Source: an optimization exercise on an open RTL-to-GDS flow (aim: a short achievable clock period and few clock cycles). Production flows keep margins and buffers that such runs may drop. In this exercise RTL edits were held to simulation tests only and were not proved equivalent to the original.

<file path="flow/design.v">
`default_nettype none
module mulRows (
  input  wire [31:0] a,
  input  wire [31:0] b,
  output logic [223:0] rows
);
  wire [31:0] p0 = b[0] ? (a << 0) : 32'd0;
  wire [31:0] p1 = b[1] ? (a << 1) : 32'd0;
  wire [31:0] p2 = b[2] ? (a << 2) : 32'd0;
  wire [31:0] p3 = b[3] ? (a << 3) : 32'd0;
  wire [31:0] p4 = b[4] ? (a << 4) : 32'd0;
  wire [31:0] p5 = b[5] ? (a << 5) : 32'd0;
  wire [31:0] p6 = b[6] ? (a << 6) : 32'd0;
  wire [31:0] p7 = b[7] ? (a << 7) : 32'd0;
  wire [31:0] p8 = b[8] ? (a << 8) : 32'd0;
  wire [31:0] p9 = b[9] ? (a << 9) : 32'd0;
  wire [31:0] p10 = b[10] ? (a << 10) : 32'd0;
  wire [31:0] p11 = b[11] ? (a << 11) : 32'd0;
  wire [31:0] p12 = b[12] ? (a << 12) : 32'd0;
  wire [31:0] p13 = b[13] ? (a << 13) : 32'd0;
  wire [31:0] p14 = b[14] ? (a << 14) : 32'd0;
  wire [31:0] p15 = b[15] ? (a << 15) : 32'd0;
  wire [31:0] p16 = b[16] ? (a << 16) : 32'd0;
  wire [31:0] p17 = b[17] ? (a << 17) : 32'd0;
  wire [31:0] p18 = b[18] ? (a << 18) : 32'd0;
  wire [31:0] p19 = b[19] ? (a << 19) : 32'd0;
  wire [31:0] p20 = b[20] ? (a << 20) : 32'd0;
  wire [31:0] p21 = b[21] ? (a << 21) : 32'd0;
  wire [31:0] p22 = b[22] ? (a << 22) : 32'd0;
  wire [31:0] p23 = b[23] ? (a << 23) : 32'd0;
  wire [31:0] p24 = b[24] ? (a << 24) : 32'd0;
  wire [31:0] p25 = b[25] ? (a << 25) : 32'd0;
  wire [31:0] p26 = b[26] ? (a << 26) : 32'd0;
  wire [31:0] p27 = b[27] ? (a << 27) : 32'd0;
  wire [31:0] p28 = b[28] ? (a << 28) : 32'd0;
  wire [31:0] p29 = b[29] ? (a << 29) : 32'd0;
  wire [31:0] p30 = b[30] ? (a << 30) : 32'd0;
  wire [31:0] p31 = b[31] ? (a << 31) : 32'd0;
  wire [31:0] r0_s0 = p0 ^ p1 ^ p2;
  wire [31:0] r0_c0 = ((p0 & p1) | (p0 & p2) | (p1 & p2)) << 1;
  wire [31:0] r0_s1 = p3 ^ p4 ^ p5;
  wire [31:0] r0_c1 = ((p3 & p4) | (p3 & p5) | (p4 & p5)) << 1;
  wire [31:0] r0_s2 = p6 ^ p7 ^ p8;
  wire [31:0] r0_c2 = ((p6 & p7) | (p6 & p8) | (p7 & p8)) << 1;
  wire [31:0] r0_s3 = p9 ^ p10 ^ p11;
  wire [31:0] r0_c3 = ((p9 & p10) | (p9 & p11) | (p10 & p11)) << 1;
  wire [31:0] r0_s4 = p12 ^ p13 ^ p14;
  wire [31:0] r0_c4 = ((p12 & p13) | (p12 & p14) | (p13 & p14)) << 1;
  wire [31:0] r0_s5 = p15 ^ p16 ^ p17;
  wire [31:0] r0_c5 = ((p15 & p16) | (p15 & p17) | (p16 & p17)) << 1;
  wire [31:0] r0_s6 = p18 ^ p19 ^ p20;
  wire [31:0] r0_c6 = ((p18 & p19) | (p18 & p20) | (p19 & p20)) << 1;
  wire [31:0] r0_s7 = p21 ^ p22 ^ p23;
  wire [31:0] r0_c7 = ((p21 & p22) | (p21 & p23) | (p22 & p23)) << 1;
  wire [31:0] r0_s8 = p24 ^ p25 ^ p26;
  wire [31:0] r0_c8 = ((p24 & p25) | (p24 & p26) | (p25 & p26)) << 1;
  wire [31:0] r0_s9 = p27 ^ p28 ^ p29;
  wire [31:0] r0_c9 = ((p27 & p28) | (p27 & p29) | (p28 & p29)) << 1;
  wire [31:0] r1_s0 = r0_s0 ^ r0_c0 ^ r0_s1;
  wire [31:0] r1_c0 = ((r0_s0 & r0_c0) | (r0_s0 & r0_s1) | (r0_c0 & r0_s1)) << 1;
  wire [31:0] r1_s1 = r0_c1 ^ r0_s2 ^ r0_c2;
  wire [31:0] r1_c1 = ((r0_c1 & r0_s2) | (r0_c1 & r0_c2) | (r0_s2 & r0_c2)) << 1;
  wire [31:0] r1_s2 = r0_s3 ^ r0_c3 ^ r0_s4;
  wire [31:0] r1_c2 = ((r0_s3 & r0_c3) | (r0_s3 & r0_s4) | (r0_c3 & r0_s4)) << 1;
  wire [31:0] r1_s3 = r0_c4 ^ r0_s5 ^ r0_c5;
  wire [31:0] r1_c3 = ((r0_c4 & r0_s5) | (r0_c4 & r0_c5) | (r0_s5 & r0_c5)) << 1;
  wire [31:0] r1_s4 = r0_s6 ^ r0_c6 ^ r0_s7;
  wire [31:0] r1_c4 = ((r0_s6 & r0_c6) | (r0_s6 & r0_s7) | (r0_c6 & r0_s7)) << 1;
  wire [31:0] r1_s5 = r0_c7 ^ r0_s8 ^ r0_c8;
  wire [31:0] r1_c5 = ((r0_c7 & r0_s8) | (r0_c7 & r0_c8) | (r0_s8 & r0_c8)) << 1;
  wire [31:0] r1_s6 = r0_s9 ^ r0_c9 ^ p30;
  wire [31:0] r1_c6 = ((r0_s9 & r0_c9) | (r0_s9 & p30) | (r0_c9 & p30)) << 1;
  wire [31:0] r2_s0 = r1_s0 ^ r1_c0 ^ r1_s1;
  wire [31:0] r2_c0 = ((r1_s0 & r1_c0) | (r1_s0 & r1_s1) | (r1_c0 & r1_s1)) << 1;
  wire [31:0] r2_s1 = r1_c1 ^ r1_s2 ^ r1_c2;
  wire [31:0] r2_c1 = ((r1_c1 & r1_s2) | (r1_c1 & r1_c2) | (r1_s2 & r1_c2)) << 1;
  wire [31:0] r2_s2 = r1_s3 ^ r1_c3 ^ r1_s4;
  wire [31:0] r2_c2 = ((r1_s3 & r1_c3) | (r1_s3 & r1_s4) | (r1_c3 & r1_s4)) << 1;
  wire [31:0] r2_s3 = r1_c4 ^ r1_s5 ^ r1_c5;
  wire [31:0] r2_c3 = ((r1_c4 & r1_s5) | (r1_c4 & r1_c5) | (r1_s5 & r1_c5)) << 1;
  wire [31:0] r2_s4 = r1_s6 ^ r1_c6 ^ p31;
  wire [31:0] r2_c4 = ((r1_s6 & r1_c6) | (r1_s6 & p31) | (r1_c6 & p31)) << 1;
  wire [31:0] r3_s0 = r2_s0 ^ r2_c0 ^ r2_s1;
  wire [31:0] r3_c0 = ((r2_s0 & r2_c0) | (r2_s0 & r2_s1) | (r2_c0 & r2_s1)) << 1;
  wire [31:0] r3_s1 = r2_c1 ^ r2_s2 ^ r2_c2;
  wire [31:0] r3_c1 = ((r2_c1 & r2_s2) | (r2_c1 & r2_c2) | (r2_s2 & r2_c2)) << 1;
  wire [31:0] r3_s2 = r2_s3 ^ r2_c3 ^ r2_s4;
  wire [31:0] r3_c2 = ((r2_s3 & r2_c3) | (r2_s3 & r2_s4) | (r2_c3 & r2_s4)) << 1;
  assign rows = {r2_c4, r3_c2, r3_s2, r3_c1, r3_s1, r3_c0, r3_s0};
endmodule
module mulSum (
  input  wire [223:0] rows,
  output logic [31:0] prod
);
  wire [31:0] q0 = rows[31:0];
  wire [31:0] q1 = rows[63:32];
  wire [31:0] q2 = rows[95:64];
  wire [31:0] q3 = rows[127:96];
  wire [31:0] q4 = rows[159:128];
  wire [31:0] q5 = rows[191:160];
  wire [31:0] q6 = rows[223:192];
  wire [31:0] t0_s0 = q0 ^ q1 ^ q2;
  wire [31:0] t0_c0 = ((q0 & q1) | (q0 & q2) | (q1 & q2)) << 1;
  wire [31:0] t0_s1 = q3 ^ q4 ^ q5;
  wire [31:0] t0_c1 = ((q3 & q4) | (q3 & q5) | (q4 & q5)) << 1;
  wire [31:0] t1_s0 = t0_s0 ^ t0_c0 ^ t0_s1;
  wire [31:0] t1_c0 = ((t0_s0 & t0_c0) | (t0_s0 & t0_s1) | (t0_c0 & t0_s1)) << 1;
  wire [31:0] t2_s0 = t1_s0 ^ t1_c0 ^ t0_c1;
  wire [31:0] t2_c0 = ((t1_s0 & t1_c0) | (t1_s0 & t0_c1) | (t1_c0 & t0_c1)) << 1;
  wire [31:0] t3_s0 = t2_s0 ^ t2_c0 ^ q6;
  wire [31:0] t3_c0 = ((t2_s0 & t2_c0) | (t2_s0 & q6) | (t2_c0 & q6)) << 1;
  assign prod = t3_s0 + t3_c0;
endmodule
`default_nettype wire
`default_nettype none
module armSystem (
  input  wire         clk,
  input  wire         reset,
  input  wire         loadEn,
  input  wire  [31:0] loadAdr,
  input  wire  [31:0] loadData,
  output logic        memWrite,
  output logic [31:0] dataAdr,
  output logic [31:0] writeData
);
  localparam int NROWS = 7;  
  logic [31:0] mem  [0:63];
  logic [31:0] regs [0:14];
  logic [31:0] pcF;             
  logic        flagN, flagZ, flagC, flagV;
  logic        vE;
  logic [3:0]  condE;
  logic [31:0] pc8E;            
  logic [31:0] immE;            
  logic [3:0]  raE, rbE, rdE;   
  logic        useAE, useBE, bImmE;
  logic        isDpE, isMulE, isLdE, isStE, isBrE;
  logic        wrE;             
  logic        pcDstE;          
  logic        sE, cvE;         
  logic        subE;
  logic        opAndE, opOrrE, opEorE, opMovE, opMvnE, opAddE;
  logic        memWriteW;       
  logic        regWW;           
  logic        ldW, mulW, mulSW, pcWW;
  logic [3:0]  rdW;
  logic [31:0] resW;            
  logic [31:0] wdW;             
  logic [NROWS*32-1:0] rowsW;
  logic [31:0] ldData, prodW, wbVal;
  assign ldData = mem[resW[7:2]];
  mulSum mSum (
    .rows (rowsW),
    .prod (prodW)
  );
  assign wbVal = ldW ? ldData : (mulW ? prodW : resW);
  logic [31:0] instF;
  logic        fwdF;
  assign fwdF  = memWriteW && (resW[7:2] == pcF[7:2]);
  assign instF = fwdF ? wdW : mem[pcF[7:2]];
  logic [1:0]  opF;
  logic [3:0]  cmdF;
  logic        isMulF, isDpF, isLdF, isStF, isBrF, movLikeF, logicF;
  logic [3:0]  destF;
  logic [63:0] rotPair;
  logic [31:0] immF;
  assign opF    = instF[27:26];
  assign cmdF   = instF[24:21];
  assign isMulF = (opF == 2'b00) && !instF[25] && (instF[7:4] == 4'b1001);
  assign isDpF  = (opF == 2'b00) && !isMulF;
  assign isLdF  = (opF == 2'b01) &&  instF[20];
  assign isStF  = (opF == 2'b01) && !instF[20];
  assign isBrF  = (opF == 2'b10);
  assign movLikeF = (cmdF == 4'b1101) || (cmdF == 4'b1111);
  assign logicF = (cmdF == 4'b0000) || (cmdF == 4'b1100) || (cmdF == 4'b0001) || movLikeF;
  assign destF  = isMulF ? instF[19:16] : instF[15:12];
  always_comb begin
    rotPair = {2{24'b0, instF[7:0]}} >> {instF[11:8], 1'b0};
    case (opF)
      2'b00:   immF = rotPair[31:0];
      2'b01:   immF = {20'b0, instF[11:0]};
      default: immF = {{6{instF[23]}}, instF[23:0], 2'b00};
    endcase
  end
  logic [31:0] rA, rB, srcB, bx, res;
  logic [32:0] sum;
  logic        fwdA, fwdB;
  logic        condPass, stall, exE, eRedirect, collide;
  logic [NROWS*32-1:0] rowsE;
  assign fwdA = regWW && !ldW && !mulW && (rdW == raE);
  assign fwdB = regWW && !ldW && !mulW && (rdW == rbE);
  assign rA = (raE == 4'd15) ? pc8E : (fwdA ? resW : regs[raE]);
  assign rB = (rbE == 4'd15) ? pc8E : (fwdB ? resW : regs[rbE]);
  assign srcB = bImmE ? immE : rB;
  assign bx   = subE ? ~srcB : srcB;
  assign sum  = {1'b0, rA} + {1'b0, bx} + {32'b0, subE};
  always_comb begin
    res = sum[31:0];
    if (opAndE) res = rA & srcB;
    if (opOrrE) res = rA | srcB;
    if (opEorE) res = rA ^ srcB;
    if (opMovE) res = srcB;
    if (opMvnE) res = ~srcB;
  end
  mulRows mRows (
    .a    (rA),
    .b    (rB),
    .rows (rowsE)
  );
  always_comb begin
    case (condE)
      4'b0000: condPass = flagZ;
      4'b0001: condPass = ~flagZ;
      4'b0010: condPass = flagC;
      4'b0011: condPass = ~flagC;
      4'b0100: condPass = flagN;
      4'b0101: condPass = ~flagN;
      4'b0110: condPass = flagV;
      4'b0111: condPass = ~flagV;
      4'b1000: condPass = flagC & ~flagZ;
      4'b1001: condPass = ~flagC | flagZ;
      4'b1010: condPass = (flagN == flagV);
      4'b1011: condPass = (flagN != flagV);
      4'b1100: condPass = ~flagZ & (flagN == flagV);
      4'b1101: condPass = flagZ | (flagN != flagV);
      4'b1110: condPass = 1'b1;
      default: condPass = 1'b0;
    endcase
  end
  assign stall = vE && (((ldW || mulW) && regWW &&
                         ((useAE && (raE == rdW)) || (useBE && (rbE == rdW)))) ||
                        (mulSW && (condE != 4'b1110)));
  assign exE       = vE && !stall && !pcWW && condPass;
  assign eRedirect = exE && (isBrE || (isDpE && pcDstE));
  assign collide   = exE && isStE && (sum[7:2] == pcF[7:2]);
  always_ff @(posedge clk) begin
    if (loadEn && reset) mem[loadAdr[7:2]] <= loadData;
    else if (memWriteW)  mem[resW[7:2]]    <= wdW;
  end
  always_ff @(posedge clk) begin
    if (regWW) regs[rdW] <= wbVal;
  end
  always_ff @(posedge clk or posedge reset) begin
    if (reset) begin
      pcF <= 32'd0;
      vE  <= 1'b0;
    end else if (pcWW) begin
      pcF <= wbVal;
      vE  <= 1'b0;
    end else if (!stall) begin
      if (eRedirect) begin
        pcF <= res;
        vE  <= 1'b0;
      end else if (collide) begin
        vE  <= 1'b0;
      end else begin
        pcF <= pcF + 32'd4;
        vE  <= 1'b1;
      end
    end
  end
  always_ff @(posedge clk) begin
    if (!stall) begin
      condE  <= instF[31:28];
      pc8E   <= pcF + 32'd8;
      immE   <= immF;
      raE    <= isBrF ? 4'd15 : (isMulF ? instF[3:0] : instF[19:16]);
      rbE    <= isStF ? instF[15:12] : (isMulF ? instF[11:8] : instF[3:0]);
      rdE    <= destF;
      useAE  <= isMulF || (opF == 2'b01) || (isDpF && !movLikeF);
      useBE  <= isMulF || isStF || (isDpF && !instF[25]);
      bImmE  <= (isDpF && instF[25]) || (opF == 2'b01) || isBrF;
      isDpE  <= isDpF;
      isMulE <= isMulF;
      isLdE  <= isLdF;
      isStE  <= isStF;
      isBrE  <= isBrF;
      wrE    <= isDpF || isMulF || isLdF;
      pcDstE <= (destF == 4'd15);
      sE     <= instF[20] && (isDpF || isMulF);
      cvE    <= instF[20] && isDpF && !logicF;
      subE   <= isDpF && ((cmdF == 4'b0010) || (cmdF == 4'b1010));
      opAndE <= isDpF && (cmdF == 4'b0000);
      opOrrE <= isDpF && (cmdF == 4'b1100);
      opEorE <= isDpF && (cmdF == 4'b0001);
      opMovE <= isDpF && (cmdF == 4'b1101);
      opMvnE <= isDpF && (cmdF == 4'b1111);
    end
  end
  always_ff @(posedge clk or posedge reset) begin
    if (reset) begin
      flagN <= 1'b0;
      flagZ <= 1'b0;
      flagC <= 1'b0;
      flagV <= 1'b0;
    end else begin
      if (exE && sE && isDpE) begin
        flagN <= res[31];
        flagZ <= (res == 32'd0);
      end else if (mulSW) begin
        flagN <= prodW[31];
        flagZ <= (prodW == 32'd0);
      end
      if (exE && cvE) begin
        flagC <= sum[32];
        flagV <= ~(rA[31] ^ srcB[31] ^ subE) & (rA[31] ^ sum[31]);
      end
    end
  end
  always_ff @(posedge clk or posedge reset) begin
    if (reset) begin
      memWriteW <= 1'b0;
      regWW     <= 1'b0;
      ldW       <= 1'b0;
      mulW      <= 1'b0;
      mulSW     <= 1'b0;
      pcWW      <= 1'b0;
    end else begin
      memWriteW <= exE && isStE;
      regWW     <= exE && wrE && !pcDstE;
      ldW       <= exE && isLdE;
      mulW      <= exE && isMulE;
      mulSW     <= exE && isMulE && sE;
      pcWW      <= exE && (isLdE || isMulE) && pcDstE;
    end
  end
  always_ff @(posedge clk) begin
    rdW   <= rdE;
    resW  <= res;
    wdW   <= rB;
    rowsW <= rowsE;
  end
  assign memWrite  = memWriteW;
  assign dataAdr   = resW;
  assign writeData = wdW;
endmodule
`default_nettype wire
</file>
<file path="flow/run.sh">
#!/bin/bash
# synth_recipe.tcl (not shown) runs the flow's synth.tcl, then flattens the netlist and writes it again
# the make line also repeats each setting of config.mk as NAME=value (left out here)
make -C /OpenROAD-flow-scripts/flow DESIGN_CONFIG=/design/flow/config.mk WORK_HOME=/design/flow/orfs CLKGATE_MAP_FILE= SYNTH_SCRIPT=/design/flow/synth_recipe.tcl finish
</file>
<file path="flow/config.mk">
export PLATFORM = sky130hd
export DESIGN_NAME = armSystem
export DESIGN_NICKNAME = armSystem
export VERILOG_FILES = /design/flow/design.v
export SDC_FILE = /design/flow/constraint.sdc
export NUM_CORES = 4
export LEC_CHECK = 0
export CAP_MARGIN = 20
export CORE_MARGIN = 2
export CORE_UTILIZATION = 30
export SLEW_MARGIN = 20
</file>
<file path="flow/constraint.sdc">
create_clock -name core_clock -period 16.0 [get_ports {clk}]
set_input_delay 3.2000 -clock core_clock [delete_from_list [all_inputs] [get_ports {clk}]]
set_output_delay 3.2000 -clock core_clock [all_outputs]
set_load 0.01 [all_outputs]
</file>
==> results of run 1 <==
==> metal layers <==
layer  vias to the layer above  track usage (%)  share of wire [%]
li1                      36700                -                  -
met1                     49500             26.4                 38
met2                      5481             31.1                 45
met3                      1053             5.39                 12
met4                         6             8.50                5.1
met5                         -                0             0.0064
==> cell type report <==
type	count	area [sq um]
multi-input cells	5298	62800
clock inverters	150	1350
clock buffers	375	8130
inverters	553	2080
diodes	12	30.0
well taps	6681	8360
repair buffers	420	3720
fillers	47800	331000
flip-flops and latches	2862	83900
==> through the flow <==
stage / worst slack, ps / instances
after floorplan: 9090 / 9362
after global placement: 8010 / 15800
after detailed placement: 7980 / 15800
after CTS: 7920 / 16300
after global routing: 7510 / 16300
final: 7760 / 16400
==> state kept, by name (all words and copies together), names as in the netlist, 4 cells and up, named ones only <==
| register | cells |
|---|---|
| pc8E | 32 |
| immE | 32 |
| regs | 480 |
| rdE | 4 |
| rowsW | 117 |
| condE | 4 |
| wdW | 32 |
| resW | 32 |
| raE | 4 |
| rdW | 4 |
| rbE | 4 |
| pcF | 32 |
| mem | 2048 |
==> cells in the final DEF (no fill, tap or decap), types with 27 or more instances in the layout <==
| master | instances |
|---|---|
| a21oi_1 | 189 |
| clkinv_2 | 53 |
| nor3_1 | 85 |
| nand3_1 | 61 |
| mux2_2 | 45 |
| clkinv_1 | 57 |
| nor2_1 | 589 |
| o211ai_1 | 30 |
| a211oi_1 | 27 |
| and2_1 | 31 |
| mux4_2 | 1428 |
| nand2_1 | 713 |
| a21o_1 | 28 |
| o22ai_1 | 56 |
| fa_1 | 415 |
| xnor2_1 | 142 |
| buf_4 | 291 |
| clkbuf_1 | 54 |
| edfxtp_1 | 2626 |
| mux2i_1 | 327 |
| dfrtp_1 | 35 |
| ha_1 | 214 |
| a31oi_1 | 48 |
| clkdlybuf4s50_1 | 105 |
| nor2_4 | 75 |
| o21ai_1 | 51 |
| inv_1 | 541 |
| o221ai_1 | 33 |
| clkbuf_16 | 312 |
| dfxtp_1 | 180 |
| xor2_1 | 71 |
| o21ai_0 | 221 |
==> critical path, stage by stage, from the launching register on <==
cell	delay, ps
dfxtp_4	840
buf_12	640
mux4_2	600
mux4_2	480
nand2_1	90
nand3_1	110
o21ai_2	110
buf_4	470
clkinv_1	700
ha_1	710
inv_1	130
o32a_1	430
or3b_2	540
a21o_1	210
and2_1	200
o21ai_0	230
xor2_1	180
a21oi_1	80
a211oi_1	790
nor4_1	260
nand4_1	160
nand2_1	50
==> final timing paths <==
| check | startpoint | endpoint | slack [ps] | depth (start not counted) |
|---|---|---|---|---|
| max | flop | flagZ | 7760 | 21 |
| min | rdE[1] | rdW[1] | 350 | 0 |
| max reg2reg | flop | flagZ | 7760 | 21 |
| min reg2reg | rdE[1] | rdW[1] | 350 | 0 |
| max in group asynchronous | reset | pcF[5] | 12340 | 3 |
| min in group asynchronous | reset | memWriteW | 2950 | 3 |
==> cell usage after synthesis (62+ instances only) <==
cell | count | area [sq um]
buf_2 | 73 | 365
xnor2_1 | 142 | 1240
ha_1 | 214 | 2680
mux4_2 | 1428 | 32200
fa_1 | 415 | 8310
buf_1 | 113 | 424
nand2_1 | 729 | 2740
nand3_1 | 62 | 310
xor2_1 | 71 | 622
clkbuf_1 | 374 | 1400
inv_1 | 544 | 2040
nor3_1 | 89 | 445
nor2_1 | 666 | 2500
o21ai_0 | 270 | 1350
mux2i_1 | 329 | 3290
edfxtp_1 | 2626 | 78900
dfxtp_1 | 193 | 3860
a21oi_1 | 198 | 991
==> cell families (layout without fill, tap and decap cells) <==
kind of cell / count (synthesis) / after routing
AOI/OAI and AO/OA: 905 / 905
other: 0 / 12
and+or+nand+nor: 1747 / 1747
adders and majority gates: 629 / 629
xor gates and xnor gates: 214 / 214
DFF: 2862 / 2862
buffers and inverters: 1202 / 1498
muxes: 1803 / 1803
==> results.toml, run 1 <==
[status]
status = "no timing/DRC/antenna violations"

[placement]
dpl.hpwl_um = 327000
gp_congestion = 0.962
place_area_sq_um = 161000
port_buffers = 105

[clock_network]
clk_pin_slew_ps = 60
numCtsBuffers = 302
cts_tree = "built"
cts_sinks = 2862
cts_hold_buf = 0
clock_latency_ps = 900
post_cts_resized = 0
cts_buffer_depth = 4
ctsHtreeMaxLevel = 5
root_buffer = "clkbuf_16"
post_cts_buffers = 0

[worst_setup_path]
crit_type = "reg -> reg"
crit_path_max_fanout = 94
setup.worst_path.end_class = "flop"
cp.required_ps = 16730
arrival_ps = 8970
critPathLaunchType = "flop"

[logic_synthesis]
synthCells = 9362
synth_top_family_by_area = "multiplexers"
synthFlopType = "edfxtp_1"
synth.distinct_cells = 93
ys_warn_count = 1
synthMuxAreaShare_pct = 23.9
synth_enable_flop_cells = 2626
async_reset_ff_share_pct = 1.50
synthAdderAreaFrac_pct = 7.29
yosysSeqAreaShare_pct = 55.6
synth_xor_area_share_pct = 1.25
synth-simple-area-share_pct = 4.88
syn-num-nets = 10100
syn_area_per_cell_sq_um = 16.1
ys_ff_latch = 2862
netlist_area_sq_um = 151000
synth_compound_area_share_pct = 3.74

[die]
design.die.area_sq_um = 508000
io_pins = 132
start_util_pct = 30.1
core_sq_um = 501000
die_y_um = 713
rows = 260
fp.dieW_um = 713

[grt]
grt_pass1_vias = 92000
antenna_found_initial = 33
grt_pass1_wl_um = 722000
track_usage_pct = 20.0
grt_start_max_net_pins = 129
grt_remaining_overflow = 0

[timing]
setup_tns_ps = 0
slew_headroom_pct = 13.4
hold_ws_ps = 347
timing.final.crit_share_pct = 51.5
final.setup_skew_ps = 85.1
period_needed_ps = 8240
hold_viol = 0
setup_violations = 0
drv_slew = 0
tightest_slew_ps = 1300
rsz0062_at_grt = "no"
fmax_mhz = 121

[cells_and_area]
fin_nets = 10100
utilization_pct = 34.0
drive_gt1_share_pct = 25.1
final_cell_area_sq_um = 170000
area_growth_pct = 13.0

[hold_path]
hold_class = "reg -> reg"

[routing]
route.vias.total = 92800
antenna_left = 0
first_iter_violations = 13000
vias_per_cell = 5.67
drc = 0
finalWirelength_um = 519000
firstDrtPassIters = 6
wl_per_cell_um = 31.8

[flow_run]
max_cap_viol_count = 0
Testbench counts, summed over its fixed seeds: cycles 36,291.
==> inputs of run 2 (changes only) <==
--- a/flow/config.mk
+++ b/flow/config.mk
@@ -5,6 +5,7 @@
 export SDC_FILE = /design/flow/constraint.sdc
 export NUM_CORES = 4
 export LEC_CHECK = 0
+export ABC_CLOCK_PERIOD_IN_PS = 3000
 export CAP_MARGIN = 20
 export CORE_MARGIN = 2
 export CORE_UTILIZATION = 30
==> run 2 against run 1 <==
Compared with the run above:
- critical path depth is the same
- utilization is the same
- largest cell class unchanged
- sequential share of layout area is the same
- wire length is the same
- fmax is the same
==> results.toml, run 2 <==
[status]
status = "no timing/DRC/antenna violations"

[worst_setup_path]
reg2reg_depth = 21
setup.worst_path.end_class = "flop"
arrival_ps = 8970
crit_buf_inv = 4
crit_family = "buffers and inverters"
crit_type = "reg -> reg"
cp.depth = 21
crit_path_max_fanout = 94
crit_chain = "buf_12 -> mux4_2 -> mux4_2 -> nand2_1 -> nand3_1 -> o21ai_2 -> buf_4 -> clkinv_1 -> ha_1 -> inv_1 -> o32a_1 -> or3b_2 -> a21o_1 -> and2_1 -> o21ai_0 -> xor2_1 -> a21oi_1 -> a211oi_1 -> nor4_1 -> nand4_1 -> nand2_1"
critPathLaunchType = "flop"
max_stage_delay_ps = 840
slowest_stage = "dfxtp_4"
cp.required_ps = 16730

[logic_synthesis]
syn_area_per_cell_sq_um = 16.1
netlist_area_sq_um = 151000
syn-num-nets = 10100
synth_top_cell_area_share_pct = 52.3
synthFlopType = "edfxtp_1"
synth_top_area_cell = "edfxtp_1"
ys_top_cells_by_area = "edfxtp_1 (52%), mux4_2 (21%), fa_1 (5.5%)"
synthCells = 9362
yosysSeqAreaShare_pct = 55.6
synth_common_cells = "edfxtp_1 (2,626), mux4_2 (1,428), nand2_1 (729)"
synth.distinct_cells = 93
yosysMostFrequentCell = "edfxtp_1"
async_reset_ff_share_pct = 1.50
synth_enable_flop_cells = 2626
ys_ff_latch = 2862
ys_warn_count = 1

[clock_network]
ctsHtreeMaxLevel = 5
post_cts_buffers = 0
post_cts_resized = 0
clk_pin_slew_ps = 60
cts_sinks = 2862
cts_tree = "built"
root_buffer = "clkbuf_16"
clock_latency_ps = 900
cts_hold_buf = 0
cts_buffer_depth = 4
numCtsBuffers = 302

[grt]
grt_remaining_overflow = 0
grt_pass1_wl_um = 722000
grt_start_max_net_pins = 129
track_usage_pct = 20.0
grt_pass1_vias = 92000
antenna_found_initial = 33

[die]
die_y_um = 713
fp.dieW_um = 713
design.die.area_sq_um = 508000
start_util_pct = 30.1
core_sq_um = 501000
rows = 260
io_pins = 132

[timing]
fmax_mhz = 121
rsz0062_at_grt = "no"
drv_slew = 0
hold_ws_ps = 347
hold_viol = 0
final.setup_skew_ps = 85.1
slew_headroom_pct = 13.4
setup_tns_ps = 0
tightest_slew_ps = 1300
timing.final.crit_share_pct = 51.5
period_needed_ps = 8240
setup_violations = 0

[placement]
dpl.hpwl_um = 327000
place_area_sq_um = 161000
gp_congestion = 0.962
port_buffers = 105

[routing]
vias_per_cell = 5.67
finalWirelength_um = 519000
route.vias.total = 92800
drc = 0
firstDrtPassIters = 6
antenna_left = 0
first_iter_violations = 13000
wl_per_cell_um = 31.8

[cells_and_area]
drive_gt1_share_pct = 25.1
final_cell_area_sq_um = 170000
layout_common_cells = "edfxtp_1 (2,626), mux4_2 (1,428), nand2_1 (713)"
fin_nets = 10100
largest_register_ffs = 2048
area_growth_pct = 13.0
layout_commonest_cell = "edfxtp_1"

[hold_path]
hold_class = "reg -> reg"
whs_path_depth = 0

[flow_run]
max_cap_viol_count = 0
## run 2: cell counts after synthesis
No cell type changed its count.
## run 2: final timing paths
kind / start / to / slack (ps)
min: rdE[1] / rdW[1] / 350
min in group asynchronous: reset / memWriteW / 2950
max reg2reg: flop / flagZ / 7760
max: flop / flagZ / 7760
max in group asynchronous: reset / pcF[5] / 12340
min reg2reg: rdE[1] / rdW[1] / 350
## run 2: routing by layer
metal | GRT usage [%] | up-vias | share of wire, %
li1 | - | 36700 | -
met1 | 26.4 | 49500 | 38
met2 | 31.1 | 5481 | 45
met3 | 5.39 | 1053 | 12
met4 | 8.50 | 6 | 5.1
met5 | 0 | - | 0.0064
## run 2: kinds of logic after synthesis
group	count (synthesis)	synth area share, %
simple gates	1747	4.88
buf+inv	1202	3.38
fa+ha+maj	629	7.29
mux	1803	23.9
flops	2862	55.6
compound gates	905	3.74
xor+xnor	214	1.25
## run 2: area by class of cell
class | instances | area (sq um)
fillers | 47800 | 331000
inverters | 553 | 2080
repair buffers | 420 | 3720
clock inverters | 150 | 1350
clock buffers | 375 | 8130
well taps | 6681 | 8360
multi-input cells | 5298 | 62800
flip-flops and latches | 2862 | 83900
diodes | 12 | 30.0
## run 2: per-stage QoR
step | cells | util (%) | worst slack (ps)
finish | 16400 | 34.0 | 7760
global route | 16300 | 34.0 | 7510
CTS | 16300 | 34.0 | 7920
detailed placement | 15800 | 32.1 | 7980
global placement | 15800 | 32.0 | 8010
floorplan | 9362 | - | 9090

[afterwards: timing with drivers on the ports]
The flow's constraints put no driver on any port. The routed layouts listed below were extracted and timed again, unchanged, in two steps. Step 1: set_driving_cell puts a clkbuf_16 on clk and a buf_2 on each other input, an assumption about the parent block. Step 2 also shifts input and output timing later by t, the mid clock arrival at the registers, as if the neighbouring blocks saw the same clock. a / b / c = ideal ports / drivers / drivers and shift; a / b = the first two.
| run | shift t [ns] | setup WS [ns] | cell pins on the clock port's net |
|---|---|---|---|
| run 1 | 0.970 | 7.755 / 7.755 / 7.755 | 1 |
| run 2 | 0.970 | 7.755 / 7.755 / 7.755 | 1 |
After both steps every run listed still meets setup and hold.
